Background: an optimization exercise with open tools, aiming at small area, a short achievable clock period and few clock cycles per item. Do not read the settings as production practice. At most, simulation tests tie the RTL to the original design; equivalence was not proved. No activity file was given, so power comes from the tool's default toggle rates.

==> flow/design.v (excerpt) <==
module multi_page_shelf_rect_allocator #(
   parameter int PAGE_SIZE = 1024,
   parameter int MAX_PAGES = 8
) (
   input  logic        clock,
   input  logic        reset,
   input  logic        req_tvalid,
   output logic        req_tready,
   input  logic [23:0] req_tdata,
   output logic        rsp_tvalid,
   input  logic        rsp_tready,
   output logic [47:0] rsp_tdata,
   output logic [1:0]  rsp_tuser,
   input  logic        csr_tvalid,
   output logic        csr_tready,
   input  logic [7:0]  csr_tdata
);
For scale: ~3,700 cells after synthesis, roughly 410 flip-flops, roughly 90 I/O pins.
Settings: LEC_CHECK=0, CAP_MARGIN=20, CORE_MARGIN=2, CORE_UTILIZATION=40, SETUP_SLACK_MARGIN=4, SLEW_MARGIN=20; clock period 10.0 ns.
run.sh (not shown) runs the stock make flow with config.mk's settings and CLKGATE_MAP_FILE= SYNTH_SCRIPT=/design/flow/synth_recipe.tcl, a recipe that flattens the netlist after the stock synthesis.
==> next run, changes <==
--- a/flow/design.v
+++ b/flow/design.v
@@ -114,15 +114,14 @@
    logic [MAX_PAGES-1:0] pend_ff;
    logic [DW-1:0]        sx_ff, st_ff, sb_ff, sw_ff, sh_ff;
    logic          ov_ff;
    logic [TW-1:0] acc_ff, total;
    logic [PW+HW-1:0] olo_ff;
    logic [DW+HW-1:0] ohi_ff;
    logic [1:0]    ost_ff;
-   logic          oplaced;
    logic                   go, placed, pend_any;
    logic [MAX_PAGES-1:0]   fit, fit_cell, tried, sel, keep, load;
    logic [DW-1:0]          room_x0 [MAX_PAGES];
    logic [DW-1:0]          room_t0 [MAX_PAGES];
    logic [DW-1:0]          room_b [MAX_PAGES];
    logic [DW-1:0]          rx_sel, rt_sel, rb_sel;
    logic [1:0]             st_sel;
@@ -240,16 +239,16 @@
    always_ff @(posedge clock) begin
       if (reset) begin
          pend_ff <= '0;
       end else if (adv) begin
          pend_ff <= go ? sel : '0;
       end
       if (adv) begin
-         sx_ff <= rx_sel;
-         st_ff <= rt_sel;
+         sx_ff <= placed ? rx_sel : DW'(pad_ff);
+         st_ff <= placed ? rt_sel : DW'(pad_ff);
          sb_ff <= rb_sel;
          sw_ff <= pw1_ff;
          sh_ff <= ph1_ff;
       end
    end
    always_ff @(posedge clock) begin
       if (reset) begin
@@ -257,30 +256,28 @@
          acc_ff <= '0;
          olo_ff <= '0;
          ohi_ff <= '0;
       end else if (adv) begin
          ov_ff <= v1_ff;
          if (v1_ff) begin
             acc_ff <= total;
-            olo_ff <= n_lo;
-            ohi_ff <= n_hi;
+            olo_ff <= placed ? n_lo : '0;
+            ohi_ff <= placed ? n_hi : '0;
          end
       end
       if (adv && v1_ff) begin
          ost_ff <= st_sel;
       end
    end
    logic [PW-1:0] rsp_x, rsp_y;
    logic [IW-1:0] rsp_pg;
-   assign oplaced = (ost_ff == mpsra_pkg::STATUS_PLACED);
-   assign total = acc_ff + (oplaced ? TW'(olo_ff) : '0)
-                  + (oplaced ? TW'({ohi_ff, {HW{1'b0}}}) : '0);
-   always_comb begin
-      rsp_x = oplaced ? PW'(pad_ff) - sx_ff[PW-1:0] : '0;
-      rsp_y = oplaced ? PW'(pad_ff) - st_ff[PW-1:0] : '0;
+   assign total = acc_ff + TW'(olo_ff) + TW'({ohi_ff, {HW{1'b0}}});
+   always_comb begin
+      rsp_x = PW'(pad_ff) - sx_ff[PW-1:0];
+      rsp_y = PW'(pad_ff) - st_ff[PW-1:0];
       rsp_pg = '0;
       for (int i = 0; i < MAX_PAGES; i++) begin
          if (pend_ff[i]) rsp_pg = rsp_pg | IW'(i);
       end
    end
    assign rsp_tvalid = ov_ff;
    assign rsp_tdata = {1'b0, total, rsp_y, rsp_x, rsp_pg};
Outcome: Non-clock buffer count is lower by 15; routed wire length goes down by 4.3%; die area is about the same; total power goes down by 3.2%; worst setup slack improves by 290 ps; register-to-register slack improved by 70 ps; final cell count went down by 1.5%; cell area goes down by 1.5%; flip-flop and latch count stays the same; fmax rose by 4.9%.
Testbench counts after the change, summed over its fixed seeds: cycles 2,416, items 2,400.
For the first run of this note, only the layout was checked, not whether the RTL still works.

========
Setup of job 199:
multi_page_shelf_rect_allocator, a different RTL version from the one above (not shown whole).
Size: about 3,100 cells after synthesis, roughly 340 flip-flops, ~0.026 mm^2 of cells after synthesis.
clock: 10.0 ns
lec_check: 0
cap_margin: 20
core_margin: 2
core_utilization: 40
slew_margin: 20
Input changes introduced in job 2526 (baseline for comparison: job 199):
-- flow/design.v --
<<< job 199, line 20
   input  logic [mpsra_pkg::DIM_W-1:0]   ph,
   input  logic                          try_page,
   input  logic                          place,
   input  logic [mpsra_pkg::DIM_W-1:0]   new_room_x,
   input  logic [mpsra_pkg::DIM_W-1:0]   new_room_b,
   output logic                          fit,
   output logic [mpsra_pkg::DIM_W-1:0]   room_x0,
   output logic [mpsra_pkg::DIM_W-1:0]   room_t0,
   output logic [mpsra_pkg::DIM_W-1:0]   room_b
);
   localparam int CW = mpsra_pkg::DIM_W;
   localparam logic [CW-1:0] FULL = CW'(PAGE_SIZE);
   function automatic logic le(input logic [CW-1:0] a, input logic [CW-1:0] b);
      le = 1'b1;
      for (int i = 0; i < CW; i++) begin
         if (a[i] != b[i]) le = b[i];
      end
   endfunction
   logic [CW-1:0] room_x_ff, room_t_ff, room_b_ff;
   logic          shelf_ok;
   always_comb begin
      shelf_ok = le(pw, room_x_ff);
      room_x0 = shelf_ok ? room_x_ff : FULL;
      room_t0 = shelf_ok ? room_t_ff : room_b_ff;
      fit = shelf_ok ? le(ph, room_t_ff) : le(ph, room_b_ff);
   end
   assign room_b = room_b_ff;
   always_ff @(posedge clock) begin
      if (reset) begin
>>> job 2526, line 20
   input  logic [mpsra_pkg::DIM_W-1:0]   ph,
   input  logic                          try_page,
   output logic                          fit,
   output logic [mpsra_pkg::DIM_W-1:0]   room_x0,
   output logic [mpsra_pkg::DIM_W-1:0]   room_t0
);
   localparam int CW = mpsra_pkg::DIM_W;
   localparam logic [CW-1:0] FULL = CW'(PAGE_SIZE);
   logic [CW-1:0] room_x_ff, room_t_ff, room_b_ff;
   logic          shelf_ok;
   logic [CW-1:0] room_t_left;
   always_comb begin
      shelf_ok = pw <= room_x_ff;
      room_x0 = shelf_ok ? room_x_ff : FULL;
      room_t0 = shelf_ok ? room_t_ff : room_b_ff;
      fit = shelf_ok ? (ph <= room_t_ff) : (ph <= room_b_ff);
      room_t_left = room_t0 - ph;
   end
   always_ff @(posedge clock) begin
      if (reset) begin
<<< job 199, line 52
      end else if (try_page) begin
         room_t_ff <= room_t0;
         room_x_ff <= place ? new_room_x : room_x0;
         if (place) room_b_ff <= new_room_b;
      end
   end
>>> job 2526, line 43
      end else if (try_page) begin
         room_t_ff <= room_t0;
         room_x_ff <= fit ? room_x0 - pw : room_x0;
         if (fit && (room_t_left < room_b_ff)) room_b_ff <= room_t_left;
      end
   end
<<< job 199, line 98
   logic [DW-1:0]          room_x0 [MAX_PAGES];
   logic [DW-1:0]          room_t0 [MAX_PAGES];
   logic [DW-1:0]          room_b [MAX_PAGES];
   logic [DW-1:0]          rx_sel, rt_sel, rb_sel;
   logic [DW-1:0]          new_room_x, new_room_t, new_room_b;
   logic [DW+1:0]          diff3, csa_a, csa_b, csa_c, csa_s, csa_k;
   logic                   taller;
   logic [PW-1:0]          cx_sel, cy_sel;
   logic [IW-1:0]          pg_sel;
>>> job 2526, line 89
   logic [DW-1:0]          room_x0 [MAX_PAGES];
   logic [DW-1:0]          room_t0 [MAX_PAGES];
   logic [PW-1:0]          cx_sel, cy_sel;
   logic [IW-1:0]          pg_sel;
<<< job 199, line 156
         .ph(ph1_ff),
         .try_page(try_page[gi]),
         .place(sel[gi]),
         .new_room_x(new_room_x),
         .new_room_b(new_room_b),
         .fit(fit[gi]),
         .room_x0(room_x0[gi]),
         .room_t0(room_t0[gi]),
         .room_b(room_b[gi])
      );
   end
   always_comb begin
      rx_sel = '0;
      rt_sel = '0;
      rb_sel = '0;
      pg_sel = '0;
      for (int i = 0; i < MAX_PAGES; i++) begin
         if (sel[i]) begin
            rx_sel = rx_sel | room_x0[i];
            rt_sel = rt_sel | room_t0[i];
            rb_sel = rb_sel | room_b[i];
            pg_sel = pg_sel | IW'(i);
         end
      end
      cx_sel = rx_sel[PW-1:0];
      cy_sel = rt_sel[PW-1:0];
      new_room_x = rx_sel - pw1_ff;
      csa_a = {2'b00, rt_sel};
      csa_b = ~{2'b00, ph1_ff};
      csa_c = ~{2'b00, rb_sel};
      csa_s = csa_a ^ csa_b ^ csa_c;
      csa_k = {(csa_a[DW:0] & csa_b[DW:0]) | (csa_a[DW:0] & csa_c[DW:0])
               | (csa_b[DW:0] & csa_c[DW:0]), 1'b0};
      diff3 = csa_s + csa_k + (DW + 2)'(2);
      new_room_t = rt_sel - ph1_ff;
      taller = diff3[DW+1];
      new_room_b = taller ? new_room_t : rb_sel;
      placed = (cls1_ff == mpsra_pkg::STATUS_PLACED) && (|fit);
      if (cls1_ff != mpsra_pkg::STATUS_PLACED) st_sel = cls1_ff;
>>> job 2526, line 142
         .ph(ph1_ff),
         .try_page(try_page[gi]),
         .fit(fit[gi]),
         .room_x0(room_x0[gi]),
         .room_t0(room_t0[gi])
      );
   end
   always_comb begin
      cx_sel = '0;
      cy_sel = '0;
      pg_sel = '0;
      for (int i = 0; i < MAX_PAGES; i++) begin
         if (sel[i]) begin
            cx_sel = cx_sel | room_x0[i][PW-1:0];
            cy_sel = cy_sel | room_t0[i][PW-1:0];
            pg_sel = pg_sel | IW'(i);
         end
      end
      placed = (cls1_ff == mpsra_pkg::STATUS_PLACED) && (|fit);
      if (cls1_ff != mpsra_pkg::STATUS_PLACED) st_sel = cls1_ff;
Notes after the runs:
Job 2526 gives less proportion of power drawn by the clock network than job 199 did.
On job 2526: height of the chip is 43 um higher than what job 199 gave.
Sort job 2526 and job 199 by longest individual stage delay on the worst path asc -> top: job 2526
Higher met3 wirelength from detailed routing was reported by job 2526, not job 199.
From job 199 to job 2526 the numbers moved as follows: count of inserted tapcells climbed 310; die area climbed 36%.
When job 2526 is set beside job 199, its share of total power in sequential cells turns out to be 2.9 points smaller.
Going from job 199 to job 2526, the sequential share of layout area was found to have gone down by 6.2 points.
Job 2526 vs. job 199: final routed wirelength across all metal layers moved up; flop and latch count out of synthesis level; footprint of the multi-input gates moved up.
For job 199, the worst setup path endpoint was g_page[7].u_cell.room_b_ff[2], unlike job 2526, where it was g_page[6].u_cell.room_b_ff[2].
Relative to job 199, synthesized-area fraction occupied by ao, oa, aoi and oai cells has gone down in job 2526.
No run of this note included a check of the RTL's function; only the layout flow was run.

what the ideal ports hide:
In the flow no input, the clock included, has a driving cell. The finished layouts below were timed again as built, in two steps.
Step 1 assumes that a clkbuf_16 drives the clock port and a buf_2 every other input.
Step 2 times the ports against the registers' clock, not the clock port: input delays grow and output delays shrink by t, the midpoint of the rising clock arrivals with the driver on.
Three values: ideal, step 1, step 2; two values: the first two.
| run | t (ns) | slack for setup (ns) | latest minus earliest clock arrival (ns) |
|---|---|---|---|
| the first run of note 1 | 0.673 | 3.885 / 3.820 / 3.470 | 0.035 / 0.035 |
| the second run of note 1 | 0.670 | 4.173 / 4.123 / 3.545 | 0.037 / 0.037 |
| job 199 | 0.657 | 1.467 / 1.467 / 1.467 | 0.035 / 0.036 |
| job 2526 | 0.667 | 2.614 / 2.614 / 2.614 | 0.019 / 0.019 |
After both steps setup and hold are still met in every run listed. The setup slack of the second run of note 1, which loses most, moves by -0.050 ns with the drivers and by -0.628 ns with both steps.
